Context: an optimization exercise on an open-source flow, tuned for a short achievable clock period and few clock cycles per item. The choices shown serve that exercise and are no tape-out recipe. In this exercise RTL edits were held to simulation tests only and were not proved equivalent to the original.

==> tundra <==
==> flow/design.v <==
package fetch_pkg;
	typedef logic [15:0] word_t;	 
	typedef logic [15:0] addr_t;	 
	typedef logic [2:0]  flags_t;	 
	typedef logic [2:0]  cond_t;	 
	typedef enum logic [1:0] {
		BK_B,	 
		BK_BR,	 
		BK_PCS,	 
		BK_HLT	 
	} branch_kind_t;
	localparam int FLAG_Z = 0;	 
	localparam int FLAG_V = 1;	 
	localparam int FLAG_N = 2;	 
	localparam cond_t COND_NE = 3'd0;	 
	localparam cond_t COND_EQ = 3'd1;	 
	localparam cond_t COND_GT = 3'd2;	 
	localparam cond_t COND_LT = 3'd3;	 
	localparam cond_t COND_GE = 3'd4;	 
	localparam cond_t COND_LE = 3'd5;	 
	localparam cond_t COND_OV = 3'd6;	 
	localparam cond_t COND_AL = 3'd7;	 
	localparam logic [3:0] OP_B   = 4'hC;
	localparam logic [3:0] OP_BR  = 4'hD;
	localparam logic [3:0] OP_PCS = 4'hE;
	localparam logic [3:0] OP_HLT = 4'hF;
	localparam int OPC_HI  = 15;	 
	localparam int OPC_LO  = 12;
	localparam int COND_HI = 11;	 
	localparam int COND_LO = 9;
	localparam int OFF_HI  = 8;	 
	localparam int OFF_LO  = 0;
endpackage
module pc_control (
	input  fetch_pkg::cond_t        cond,
	input  fetch_pkg::flags_t       flags,
	input  logic [8:0]              offset,
	input  fetch_pkg::addr_t        target,
	input  fetch_pkg::branch_kind_t branch_kind,
	input  fetch_pkg::addr_t        pc,
	output fetch_pkg::addr_t        next_pc
);
	logic  taken;	 
	fetch_pkg::addr_t pc_inc;	 
	fetch_pkg::addr_t off_shft;	 
	fetch_pkg::addr_t pc_b;	 
	always_comb begin
		case (cond)
			fetch_pkg::COND_NE: taken = ~flags[fetch_pkg::FLAG_Z];
			fetch_pkg::COND_EQ: taken = flags[fetch_pkg::FLAG_Z];
			fetch_pkg::COND_GT: taken = ~flags[fetch_pkg::FLAG_Z] & ~flags[fetch_pkg::FLAG_N];
			fetch_pkg::COND_LT: taken = flags[fetch_pkg::FLAG_N];
			fetch_pkg::COND_GE: taken = flags[fetch_pkg::FLAG_Z] | (~flags[fetch_pkg::FLAG_Z] & ~flags[fetch_pkg::FLAG_N]);
			fetch_pkg::COND_LE: taken = flags[fetch_pkg::FLAG_Z] | flags[fetch_pkg::FLAG_N];
			fetch_pkg::COND_OV: taken = flags[fetch_pkg::FLAG_V];
			fetch_pkg::COND_AL: taken = 1'b1;
			default: taken = 1'b0;
		endcase
	end
	assign pc_inc   = pc + 16'd2;
	assign off_shft = {{6{offset[8]}}, offset, 1'b0};
	assign pc_b     = pc_inc + off_shft;	 
	always_comb begin
		case (branch_kind)
			fetch_pkg::BK_B:    next_pc = taken ? pc_b : pc_inc;	 
			fetch_pkg::BK_BR:   next_pc = taken ? target : pc_inc;	 
			fetch_pkg::BK_PCS:  next_pc = pc_inc;	 
			fetch_pkg::BK_HLT:  next_pc = pc;	 
			default: next_pc = pc_inc;
		endcase
	end
endmodule
module fetch_unit #(
	parameter int OUT_CREDITS = 2
) (
	input  logic              clk,
	input  logic              arst_n,
	input  logic              start,
	input  fetch_pkg::flags_t flags,
	input  fetch_pkg::addr_t  reg_target,
	input  logic              out_credit,
	input  logic [4095:0]     words,
	input  logic [2047:0]     nidx,
	input  logic [255:0]      hlt,
	output logic [7:0]        tv,	 
	output logic [7:0]        rt_idx,
	output logic              out_valid,
	output fetch_pkg::addr_t  out_pc,
	output fetch_pkg::word_t  out_instr
);
	localparam int CW = $clog2(OUT_CREDITS + 1);
	fetch_pkg::addr_t  rt;
	fetch_pkg::flags_t fl;
	logic              fz, fv, fn;
	assign fz = flags[fetch_pkg::FLAG_Z];
	assign fv = flags[fetch_pkg::FLAG_V];
	assign fn = flags[fetch_pkg::FLAG_N];
	assign tv     = {1'b1, fv, fz | fn, fz | (~fz & ~fn), fn, ~fz & ~fn, fz, ~fz};
	assign rt_idx = reg_target[8:1];
	always_ff @(posedge clk) begin
		rt <= reg_target;
		fl <= flags;
	end
	logic [255:0]     cur;
	logic             a_first;	 
	logic             a_run;	 
	logic [7:0]       n_idx;
	logic             n_hlt;
	fetch_pkg::word_t word;
	logic             adv;	 
	mem_arbiter #(.N(256), .W(8))  u_rd_idx (.sel(cur), .data(nidx),  .q(n_idx));
	mem_arbiter #(.N(256), .W(1))  u_rd_hlt (.sel(cur), .data(hlt),   .q(n_hlt));
	mem_arbiter #(.N(256), .W(16)) u_rd_wrd (.sel(cur), .data(words), .q(word));
	always_ff @(posedge clk) begin
		if (start)
			cur <= 256'd1;
		else if (adv)
			for (int j = 0; j < 256; j++)
				cur[j] <= (n_idx == 8'(j));
	end
	always_ff @(posedge clk or negedge arst_n) begin
		if (!arst_n) begin
			a_run   <= 1'b0;
			a_first <= 1'b0;
		end else if (start) begin
			a_run   <= 1'b1;
			a_first <= 1'b1;
		end else if (adv) begin
			a_first <= 1'b0;
			if (n_hlt)
				a_run <= 1'b0;	 
		end
	end
	fetch_pkg::branch_kind_t kind;
	fetch_pkg::addr_t        next_pc;
	logic [CW-1:0]           cnt;	 
	logic [CW-1:0]           cnt_next;
	logic                    o_valid;	 
	logic                    o_valid_next;
	always_comb begin
		case (out_instr[fetch_pkg::OPC_HI:fetch_pkg::OPC_LO])
			fetch_pkg::OP_B:    kind = fetch_pkg::BK_B;
			fetch_pkg::OP_BR:   kind = fetch_pkg::BK_BR;
			fetch_pkg::OP_HLT:  kind = fetch_pkg::BK_HLT;
			default: kind = fetch_pkg::BK_PCS;
		endcase
	end
	pc_control u_pc_control (
		.cond        (out_instr[fetch_pkg::COND_HI:fetch_pkg::COND_LO]),
		.flags       (fl),
		.offset      (out_instr[fetch_pkg::OFF_HI:fetch_pkg::OFF_LO]),
		.target      (rt),
		.branch_kind (kind),
		.pc          (out_pc),
		.next_pc     (next_pc)
	);
	assign adv = ~o_valid | out_valid;
	always_ff @(posedge clk) begin
		if (adv) begin
			out_pc    <= a_first ? 16'd0 : next_pc;
			out_instr <= word;
		end
	end
	assign o_valid_next = adv ? a_run : 1'b1;
	assign cnt_next     = cnt + CW'(out_valid) - CW'(out_credit);
	always_ff @(posedge clk or negedge arst_n) begin
		if (!arst_n) begin
			o_valid   <= 1'b0;
			out_valid <= 1'b0;
			cnt       <= '0;
		end else begin
			o_valid   <= o_valid_next;
			out_valid <= o_valid_next && (cnt_next < CW'(OUT_CREDITS));
			cnt       <= cnt_next;
		end
	end
endmodule
module program_loader (
	input  logic             ld_valid,
	input  fetch_pkg::addr_t ld_addr,
	input  fetch_pkg::word_t ld_data,
	output logic             ld_credit,
	output logic             we,	 
	output logic [7:0]       widx,	 
	output fetch_pkg::word_t wdata
);
	assign we        = ld_valid;
	assign widx      = ld_addr[8:1];
	assign wdata     = ld_data;
	assign ld_credit = ld_valid;
endmodule
module mem_arbiter #(
	parameter int N = 256,
	parameter int W = 8
) (
	input  logic [N-1:0]   sel,	 
	input  logic [N*W-1:0] data,
	output logic [W-1:0]   q
);
	always_comb begin
		q = '0;
		for (int i = 0; i < N; i++)
			q = q | (data[W*i +: W] & {W{sel[i]}});
	end
endmodule
module imem (
	input  logic             clk,
	input  logic             we,
	input  logic [7:0]       widx,
	input  fetch_pkg::word_t wdata,
	input  logic [7:0]       tv,	 
	input  logic [7:0]       rt_idx,	 
	output logic [4095:0]    words,	 
	output logic [2047:0]    nidx,	 
	output logic [255:0]     hlt
);
	for (genvar i = 0; i < 256; i++) begin : g_ent
		fetch_pkg::word_t w;
		logic             taken;
		logic [7:0]       ni;
		always_ff @(posedge clk) begin
			if (we && widx == 8'(i))
				words[16*i +: 16] <= wdata;
		end
		assign w     = words[16*i +: 16];
		assign taken = tv[w[fetch_pkg::COND_HI:fetch_pkg::COND_LO]];
		always_comb begin
			if (w[fetch_pkg::OPC_HI:fetch_pkg::OPC_LO] == fetch_pkg::OP_B && taken)
				ni = 8'(i + 1) + w[7:0];
			else if (w[fetch_pkg::OPC_HI:fetch_pkg::OPC_LO] == fetch_pkg::OP_BR && taken)
				ni = rt_idx;
			else
				ni = 8'(i + 1);
		end
		always_ff @(posedge clk)
			nidx[8*i +: 8] <= ni;
		assign hlt[i] = (w[fetch_pkg::OPC_HI:fetch_pkg::OPC_LO] == fetch_pkg::OP_HLT);
	end
endmodule
module fetch_top #(
	parameter int MEM_WORDS    = 256,
	parameter int LOAD_CREDITS = 4,
	parameter int OUT_CREDITS  = 2
) (
	input  logic              clk,
	input  logic              arst_n,
	input  logic              ld_valid,
	input  fetch_pkg::addr_t  ld_addr,
	input  fetch_pkg::word_t  ld_data,
	input  logic              start,
	input  fetch_pkg::flags_t flags,
	input  fetch_pkg::addr_t  reg_target,
	input  logic              out_credit,
	output logic              ld_credit,
	output logic              out_valid,
	output fetch_pkg::addr_t  out_pc,
	output fetch_pkg::word_t  out_instr
);
	logic             we;
	logic [7:0]       widx;
	fetch_pkg::word_t wdata;
	logic [7:0]       tv;
	logic [7:0]       rt_idx;
	logic [4095:0]    words;
	logic [2047:0]    nidx;
	logic [255:0]     hlt;
	program_loader u_loader (
		.ld_valid(ld_valid), .ld_addr(ld_addr), .ld_data(ld_data),
		.ld_credit(ld_credit), .we(we), .widx(widx), .wdata(wdata)
	);
	imem u_imem (
		.clk(clk), .we(we), .widx(widx), .wdata(wdata),
		.tv(tv), .rt_idx(rt_idx),
		.words(words), .nidx(nidx), .hlt(hlt)
	);
	fetch_unit #(.OUT_CREDITS(OUT_CREDITS)) u_fetch (
		.clk(clk), .arst_n(arst_n), .start(start),
		.flags(flags), .reg_target(reg_target), .out_credit(out_credit),
		.words(words), .nidx(nidx), .hlt(hlt),
		.tv(tv), .rt_idx(rt_idx),
		.out_valid(out_valid), .out_pc(out_pc), .out_instr(out_instr)
	);
endmodule
==> flow/run.sh <==
#!/bin/bash
# synth_recipe.tcl (not shown) runs the flow's synth.tcl, then flattens the netlist and writes it again
# the make line also repeats each setting of config.mk as NAME=value (left out here)
make -C /OpenROAD-flow-scripts/flow DESIGN_CONFIG=/design/flow/config.mk WORK_HOME=/design/flow/orfs CLKGATE_MAP_FILE= SYNTH_SCRIPT=/design/flow/synth_recipe.tcl finish
==> flow/config.mk <==
export PLATFORM = sky130hd
export DESIGN_NAME = fetch_top
export DESIGN_NICKNAME = fetch_top
export VERILOG_FILES = /design/flow/design.v
export SDC_FILE = /design/flow/constraint.sdc
export NUM_CORES = 4
export LEC_CHECK = 0
export ABC_CLOCK_PERIOD_IN_PS = 2800
export CAP_MARGIN = 20
export CORE_MARGIN = 2
export CORE_UTILIZATION = 36
export PLACE_DENSITY = 0.42
export SETUP_SLACK_MARGIN = 2.5
export SLEW_MARGIN = 20
export SYNTH_MEMORY_MAX_BITS = 8192
==> flow/constraint.sdc <==
create_clock -name core_clock -period 6.0 [get_ports {clk}]
set_input_delay 1.2000 -clock core_clock [delete_from_list [all_inputs] [get_ports {clk}]]
set_output_delay 1.2000 -clock core_clock [all_outputs]
set_load 0.01 [all_outputs]
==> inputs of yarrow, as changes to tundra <==
--- a/flow/design.v
+++ b/flow/design.v
@@ -80,10 +80,7 @@
 	input  fetch_pkg::addr_t  reg_target,
 	input  logic              out_credit,
 	input  logic [4095:0]     words,
-	input  logic [2047:0]     nidx,
-	input  logic [255:0]      hlt,
-	output logic [7:0]        tv,	 
-	output logic [7:0]        rt_idx,
+	input  logic [2047:0]     rels,
 	output logic              out_valid,
 	output fetch_pkg::addr_t  out_pc,
 	output fetch_pkg::word_t  out_instr
@@ -91,48 +88,70 @@
 	localparam int CW = $clog2(OUT_CREDITS + 1);
 	fetch_pkg::addr_t  rt;
 	fetch_pkg::flags_t fl;
-	logic              fz, fv, fn;
-	assign fz = flags[fetch_pkg::FLAG_Z];
-	assign fv = flags[fetch_pkg::FLAG_V];
-	assign fn = flags[fetch_pkg::FLAG_N];
-	assign tv     = {1'b1, fv, fz | fn, fz | (~fz & ~fn), fn, ~fz & ~fn, fz, ~fz};
-	assign rt_idx = reg_target[8:1];
+	logic [7:0]        tv;	 
 	always_ff @(posedge clk) begin
 		rt <= reg_target;
 		fl <= flags;
 	end
-	logic [255:0]     cur;
-	logic             a_first;	 
-	logic             a_run;	 
-	logic [7:0]       n_idx;
-	logic             n_hlt;
-	fetch_pkg::word_t word;
+	assign tv = {1'b1, fl[fetch_pkg::FLAG_V],
+		fl[fetch_pkg::FLAG_Z] | fl[fetch_pkg::FLAG_N],
+		fl[fetch_pkg::FLAG_Z] | (~fl[fetch_pkg::FLAG_Z] & ~fl[fetch_pkg::FLAG_N]),
+		fl[fetch_pkg::FLAG_N],
+		~fl[fetch_pkg::FLAG_Z] & ~fl[fetch_pkg::FLAG_N],
+		fl[fetch_pkg::FLAG_Z], ~fl[fetch_pkg::FLAG_Z]};
+	logic [7:0]       f_idx;
+	logic             running;	 
 	logic             adv;	 
-	mem_arbiter #(.N(256), .W(8))  u_rd_idx (.sel(cur), .data(nidx),  .q(n_idx));
-	mem_arbiter #(.N(256), .W(1))  u_rd_hlt (.sel(cur), .data(hlt),   .q(n_hlt));
-	mem_arbiter #(.N(256), .W(16)) u_rd_wrd (.sel(cur), .data(words), .q(word));
+	logic [16*24-1:0] grp;
+	logic [16*24-1:0] g_q;
+	logic [3:0]       g_hi;	 
+	for (genvar g = 0; g < 16; g++) begin : g_grp
+		logic [16*24-1:0] d;
+		for (genvar j = 0; j < 16; j++) begin : g_e
+			assign d[24*j +: 24] = {rels[8*(16*g+j) +: 8], words[16*(16*g+j) +: 16]};
+		end
+		assign grp[24*g +: 24] = d[24*f_idx[3:0] +: 24];
+	end
+	always_ff @(posedge clk) begin
+		if (adv) begin
+			g_q  <= grp;
+			g_hi <= f_idx[7:4];
+		end
+	end
+	fetch_pkg::word_t w_word;
+	logic [7:0]       w_rel;
+	logic             w_valid;
+	logic             w_taken;
+	logic             w_b, w_br, w_hlt;
+	logic             redirect;
+	assign {w_rel, w_word} = g_q[24*g_hi +: 24];
+	assign w_taken  = tv[w_word[fetch_pkg::COND_HI:fetch_pkg::COND_LO]];
+	assign w_b      = (w_word[fetch_pkg::OPC_HI:fetch_pkg::OPC_LO] == fetch_pkg::OP_B) & w_taken;
+	assign w_br     = (w_word[fetch_pkg::OPC_HI:fetch_pkg::OPC_LO] == fetch_pkg::OP_BR) & w_taken;
+	assign w_hlt    = w_valid & (w_word[fetch_pkg::OPC_HI:fetch_pkg::OPC_LO] == fetch_pkg::OP_HLT);
+	assign redirect = w_valid & (w_b | w_br);
 	always_ff @(posedge clk) begin
 		if (start)
-			cur <= 256'd1;
+			f_idx <= 8'd0;
 		else if (adv)
-			for (int j = 0; j < 256; j++)
-				cur[j] <= (n_idx == 8'(j));
+			f_idx <= redirect ? (w_b ? w_rel : rt[8:1]) : f_idx + 8'd1;
 	end
 	always_ff @(posedge clk or negedge arst_n) begin
 		if (!arst_n) begin
-			a_run   <= 1'b0;
-			a_first <= 1'b0;
+			running <= 1'b0;
+			w_valid <= 1'b0;
 		end else if (start) begin
-			a_run   <= 1'b1;
-			a_first <= 1'b1;
+			running <= 1'b1;
+			w_valid <= 1'b0;
 		end else if (adv) begin
-			a_first <= 1'b0;
-			if (n_hlt)
-				a_run <= 1'b0;	 
+			w_valid <= running & ~redirect & ~w_hlt;
+			if (w_hlt)
+				running <= 1'b0;	 
 		end
 	end
 	fetch_pkg::branch_kind_t kind;
 	fetch_pkg::addr_t        next_pc;
+	logic                    o_first;	 
 	logic [CW-1:0]           cnt;	 
 	logic [CW-1:0]           cnt_next;
 	logic                    o_valid;	 
@@ -156,12 +175,20 @@
 	);
 	assign adv = ~o_valid | out_valid;
 	always_ff @(posedge clk) begin
-		if (adv) begin
-			out_pc    <= a_first ? 16'd0 : next_pc;
-			out_instr <= word;
-		end
-	end
-	assign o_valid_next = adv ? a_run : 1'b1;
+		if (adv && w_valid) begin
+			out_pc    <= o_first ? 16'd0 : next_pc;
+			out_instr <= w_word;
+		end
+	end
+	always_ff @(posedge clk or negedge arst_n) begin
+		if (!arst_n)
+			o_first <= 1'b0;
+		else if (start)
+			o_first <= 1'b1;
+		else if (adv && w_valid)
+			o_first <= 1'b0;
+	end
+	assign o_valid_next = adv ? w_valid : 1'b1;
 	assign cnt_next     = cnt + CW'(out_valid) - CW'(out_credit);
 	always_ff @(posedge clk or negedge arst_n) begin
 		if (!arst_n) begin
@@ -208,33 +235,18 @@
 	input  logic             we,
 	input  logic [7:0]       widx,
 	input  fetch_pkg::word_t wdata,
-	input  logic [7:0]       tv,	 
-	input  logic [7:0]       rt_idx,	 
 	output logic [4095:0]    words,	 
-	output logic [2047:0]    nidx,	 
-	output logic [255:0]     hlt
-);
+	output logic [2047:0]    rels	 
+);
+	logic [7:0] wrel;
+	assign wrel = widx + 8'd1 + wdata[7:0];
 	for (genvar i = 0; i < 256; i++) begin : g_ent
-		fetch_pkg::word_t w;
-		logic             taken;
-		logic [7:0]       ni;
 		always_ff @(posedge clk) begin
-			if (we && widx == 8'(i))
+			if (we && widx == 8'(i)) begin
 				words[16*i +: 16] <= wdata;
-		end
-		assign w     = words[16*i +: 16];
-		assign taken = tv[w[fetch_pkg::COND_HI:fetch_pkg::COND_LO]];
-		always_comb begin
-			if (w[fetch_pkg::OPC_HI:fetch_pkg::OPC_LO] == fetch_pkg::OP_B && taken)
-				ni = 8'(i + 1) + w[7:0];
-			else if (w[fetch_pkg::OPC_HI:fetch_pkg::OPC_LO] == fetch_pkg::OP_BR && taken)
-				ni = rt_idx;
-			else
-				ni = 8'(i + 1);
-		end
-		always_ff @(posedge clk)
-			nidx[8*i +: 8] <= ni;
-		assign hlt[i] = (w[fetch_pkg::OPC_HI:fetch_pkg::OPC_LO] == fetch_pkg::OP_HLT);
+				rels[8*i +: 8]    <= wrel;
+			end
+		end
 	end
 endmodule
 module fetch_top #(
@@ -259,25 +271,19 @@
 	logic             we;
 	logic [7:0]       widx;
 	fetch_pkg::word_t wdata;
-	logic [7:0]       tv;
-	logic [7:0]       rt_idx;
 	logic [4095:0]    words;
-	logic [2047:0]    nidx;
-	logic [255:0]     hlt;
+	logic [2047:0]    rels;
 	program_loader u_loader (
 		.ld_valid(ld_valid), .ld_addr(ld_addr), .ld_data(ld_data),
 		.ld_credit(ld_credit), .we(we), .widx(widx), .wdata(wdata)
 	);
 	imem u_imem (
-		.clk(clk), .we(we), .widx(widx), .wdata(wdata),
-		.tv(tv), .rt_idx(rt_idx),
-		.words(words), .nidx(nidx), .hlt(hlt)
+		.clk(clk), .we(we), .widx(widx), .wdata(wdata), .words(words), .rels(rels)
 	);
 	fetch_unit #(.OUT_CREDITS(OUT_CREDITS)) u_fetch (
 		.clk(clk), .arst_n(arst_n), .start(start),
 		.flags(flags), .reg_target(reg_target), .out_credit(out_credit),
-		.words(words), .nidx(nidx), .hlt(hlt),
-		.tv(tv), .rt_idx(rt_idx),
+		.words(words), .rels(rels),
 		.out_valid(out_valid), .out_pc(out_pc), .out_instr(out_instr)
 	);
 endmodule
Settings changed: CORE_UTILIZATION 36 to 45, CTS_CLUSTER_DIAMETER set to 100, CTS_CLUSTER_SIZE set to 30, PLACE_DENSITY 0.42 to unset, SETUP_SLACK_MARGIN 2.5 to 3.0.
==> impl_metrics.tcl <==
set metrics [dict create \
    tool.error "[ERROR GRT-0116] Global routing finished with congestion. Check the congestion regions in the DRC Viewer." \
    haltStage "global routing" \
    outcome "stopped before the end" \
    synth_top_family_by_area "compound AO/OA/AOI/OAI gates" \
    yosysSeqAreaShare_pct 60.64 \
    grt_usage_pct 96.90 \
    grt-ovfl-total 53300 \
    synth_mux_area_share_pct 3.854 \
    gr-usage-met3_pct 84.92 \
]
(the above is from tundra)
==> impl_metrics.tcl <==
set metrics [dict create \
    netlist_area_mm2 0.2492 \
    worst_r2r_endpoint "u_fetch.f_idx[2]" \
    synth_top_family_by_area "multiplexers" \
    grt-ovfl-total 0 \
    outcome "complete, no violations" \
    synth_mux_area_share_pct 18.49 \
    grt_usage_pct 23.06 \
]
(the above is from yarrow)
Testbench counts of tundra, summed over its fixed seeds: cycles 6,764, items 3,744.
Testbench counts of yarrow, summed over its fixed seeds: cycles 7,100, items 3,744.

==> separate check: timing with driven ports <==
In the flow no input, the clock included, has a driving cell. The finished layout below was timed again as built, in two steps.
Step 1, drivers: a clkbuf_16 drives clk and a buf_2 each remaining input, both assumed.
Step 2, shift: input delay + t, output delay - t, t = (earliest + latest rising clock arrival at the registers) / 2. This alone moves slack from input paths to output paths.
Three values: no drivers, after step 1, after step 2; two values: the first two.
run: yarrow
t, ns: 1.135
setup WS [ns]: 2.704 / 2.704 / 1.833
hold WS [ns]: 0.515 / 0.425 / 0.515
worst setup path after step 2: input to register
slew at the worst register clock pin (ns): 0.12 / 0.12
After both steps setup and hold are still met in yarrow. For yarrow, drivers alone change the setup slack by 0.000 ns; drivers and shift together by -0.871 ns.
